Context: an optimization exercise on an open-source flow, tuned for small area, a short achievable clock period and few clock cycles. The choices shown serve that exercise and are no tape-out recipe.
The RTL was checked by simulation tests, not by an equivalence proof against the original design.
Power and IR drop assume default switching activity.

== oak ==
## cpuCore
module cpuCore (
    input  wire logic clk,
    input  wire logic reset,
    input  wire cpuPkg::wordT memReadData,
    output cpuPkg::wordT      memAddress,
    output cpuPkg::wordT      memWriteData,
    output logic      memWrite
);
For scale: ~4600 cells after synthesis, ~1300 flip-flops, about 99 I/O pins, about 61000 um2 of cells after synthesis.
==> flow/config.mk <==
export PLATFORM = sky130hd
export DESIGN_NAME = cpuCore
export DESIGN_NICKNAME = cpuCore
export VERILOG_FILES = /design/flow/design.v
export SDC_FILE = /design/flow/constraint.sdc
export NUM_CORES = 4
export LEC_CHECK = 0
export ABC_CLOCK_PERIOD_IN_PS = 4000
export CAP_MARGIN = 20
export CORE_MARGIN = 2
export CORE_UTILIZATION = 40
export CTS_BUF_LIST = sky130_fd_sc_hd__clkbuf_8
export CTS_CLUSTER_DIAMETER = 60
export CTS_CLUSTER_SIZE = 16
export SLEW_MARGIN = 20
==> flow/constraint.sdc <==
create_clock -name core_clock -period 11.0 [get_ports {clk}]
set_input_delay 2.2000 -clock core_clock [delete_from_list [all_inputs] [get_ports {clk}]]
set_output_delay 2.2000 -clock core_clock [all_outputs]
set_load 0.01 [all_outputs]
standard.sh (not shown) runs the stock make flow with config.mk's settings and CLKGATE_MAP_FILE= SYNTH_SCRIPT=/design/flow/synth_recipe.tcl, a recipe that flattens the netlist after the stock synthesis.
==> flow/flow/run.sh <==
#!/bin/bash
# The standard layout (standard.sh, unchanged synthesis and steps), with
# the timing repair aimed past the clock period so that the layout has setup
# slack to spare. Tool output goes to standard.log and ORFS's own logs.
set -euo pipefail
export SETUP_SLACK_MARGIN=7.2
bash standard.sh > standard.log 2>&1
oak ran to completion and came out clean on the timing, design-rule and antenna checks.
Testbench counts of oak, summed over its fixed seeds: cycles 29,376.
Modified inputs, pine compared to oak
Settings: swapping 16 for 14 in CTS_CLUSTER_SIZE; swapping 40 for 50 in CORE_UTILIZATION; swapping 60 for 50 in CTS_CLUSTER_DIAMETER.
[summary]
pine vs oak on critical-path maximum fanout: pine is the higher one. Going from oak to pine, critical path depth has decreased, arrival time of data at the critical path endpoint has increased, required time reported for the critical path endpoint has increased. oak → pine: total DRC errors in the routed layout essentially unchanged; worst hold-check slack held steady. Taking oak as the reference point, the global-route usage of pine rises by 8.2 points. On wire length: between oak and pine, it ends up higher for oak.
Modified inputs, birch compared to pine
Settings: CTS_CLUSTER_DIAMETER changed from 50 to 70; CTS_CLUSTER_SIZE changed from 14 to 24; CTS_BUF_LIST changed from sky130_fd_sc_hd__clkbuf_8 to sky130_fd_sc_hd__clkbuf_16; CORE_UTILIZATION changed from 50 to 40.
diff --git a/flow/flow/run.sh b/flow/flow/run.sh
--- a/flow/flow/run.sh
+++ b/flow/flow/run.sh
@@ -5,3 +5,3 @@
 set -euo pipefail
-export SETUP_SLACK_MARGIN=7.2
+export SETUP_SLACK_MARGIN=7.35
 bash standard.sh > standard.log 2>&1
### Flow results
Compared with pine, in birch post-synthesis sequential element count shows no meaningful change; net count after synthesis roughly the same; end-of-flow core utilization decreased by 10 points relative to the old numbers. Comparing birch and pine, the higher total power was measured on birch. Compared with pine, in birch routed wire length per instance went down; least setup slack across all paths after layout +97 ps. Diff pine -> birch: placeable core region picked up an extra about 25%; area of the die grew by 25%. The wire length reported by the detailed router of birch exceeds that of pine by 4.8%. The destination of the critical timing path comes out eB[4] in one run and eB[14] in the other, namely in pine and birch respectively. Looking at startpoint of the worst setup timing path, the dIr[23] result is from birch; the dIr[21] one comes from pine. Switching power total for birch: 7.4% up relative to pine.

========
cpuCore, a different RTL version from the one above (not shown whole).
For scale: about 4600 cells after synthesis, ~1300 flip-flops, about 99 I/O pins, ~69000 um^2 of cells after synthesis.
export LEC_CHECK = 0
export ABC_CLOCK_PERIOD_IN_PS = 3000
export CAP_MARGIN = 20
export CORE_MARGIN = 2
export CORE_UTILIZATION = 60
export SETUP_SLACK_MARGIN = 5
export SLEW_MARGIN = 20
create_clock -name core_clock -period 11.0 [get_ports {clk}]
run.sh (not shown) runs the stock make flow with config.mk's settings and CLKGATE_MAP_FILE= SYNTH_SCRIPT=/design/flow/synth_recipe.tcl, a recipe that flattens the netlist after the stock synthesis.
Stock flow here: none of the scripts above is used.
Testbench counts at the start, summed over its fixed seeds: cycles 29,641.
Change:
Settings changed: ABC_CLOCK_PERIOD_IN_PS 3000 to 4000, CORE_UTILIZATION 60 to 50.
Effect: The new run passed the timing, design-rule and antenna checks. Final area climbs by about 0.8%. Count of clock-buffer cells in the layout goes up by 6. Global-route usage falls by 4.8 points. Power goes up by 1.1%. Routed wire length went up by 5.4%. Area after synthesis stays the same. Utilization is lower by 11 points. Register-to-register slack improved by 0.02 ns. Worst setup slack got worse by 0.18 ns. Final cell count rose by 5.0%. Via count shrinks by about 0.4%.

static timing again, ports no longer ideal:
In the flow no input, the clock included, has a driving cell. The finished layouts below were timed again as built, in two steps.
Step 1 sets driving cells, clkbuf_16 on the clock port and buf_2 on the other inputs (assumed; they add their load-dependent delay and slew).
Step 2 also shifts input and output timing later by t, the mid clock arrival at the registers, as if the neighbouring blocks saw the same clock.
Slacks: ideal / step 1 / step 2; pairs: ideal / step 1.
run	shift t [ns]	slack for setup (ns)	worst setup path after step 2	latest minus earliest clock arrival (ns)
oak	0.989	7.066 / 7.066 / 6.329	input to register	0.085 / 0.086
pine	0.951	7.090 / 7.090 / 6.436	input to register	0.049 / 0.050
birch	0.842	7.188 / 7.188 / 6.462	input to register	0.058 / 0.058
the first run of note 2	0.826	5.433 / 5.441 / 4.615	input to register	0.048 / 0.048
the second run of note 2	0.865	5.253 / 5.264 / 4.398	input to register	0.035 / 0.035
After both steps every run listed still meets setup and hold. For the second run of note 2, which loses most, drivers alone change the setup slack by +0.011 ns; drivers and shift together by -0.855 ns.
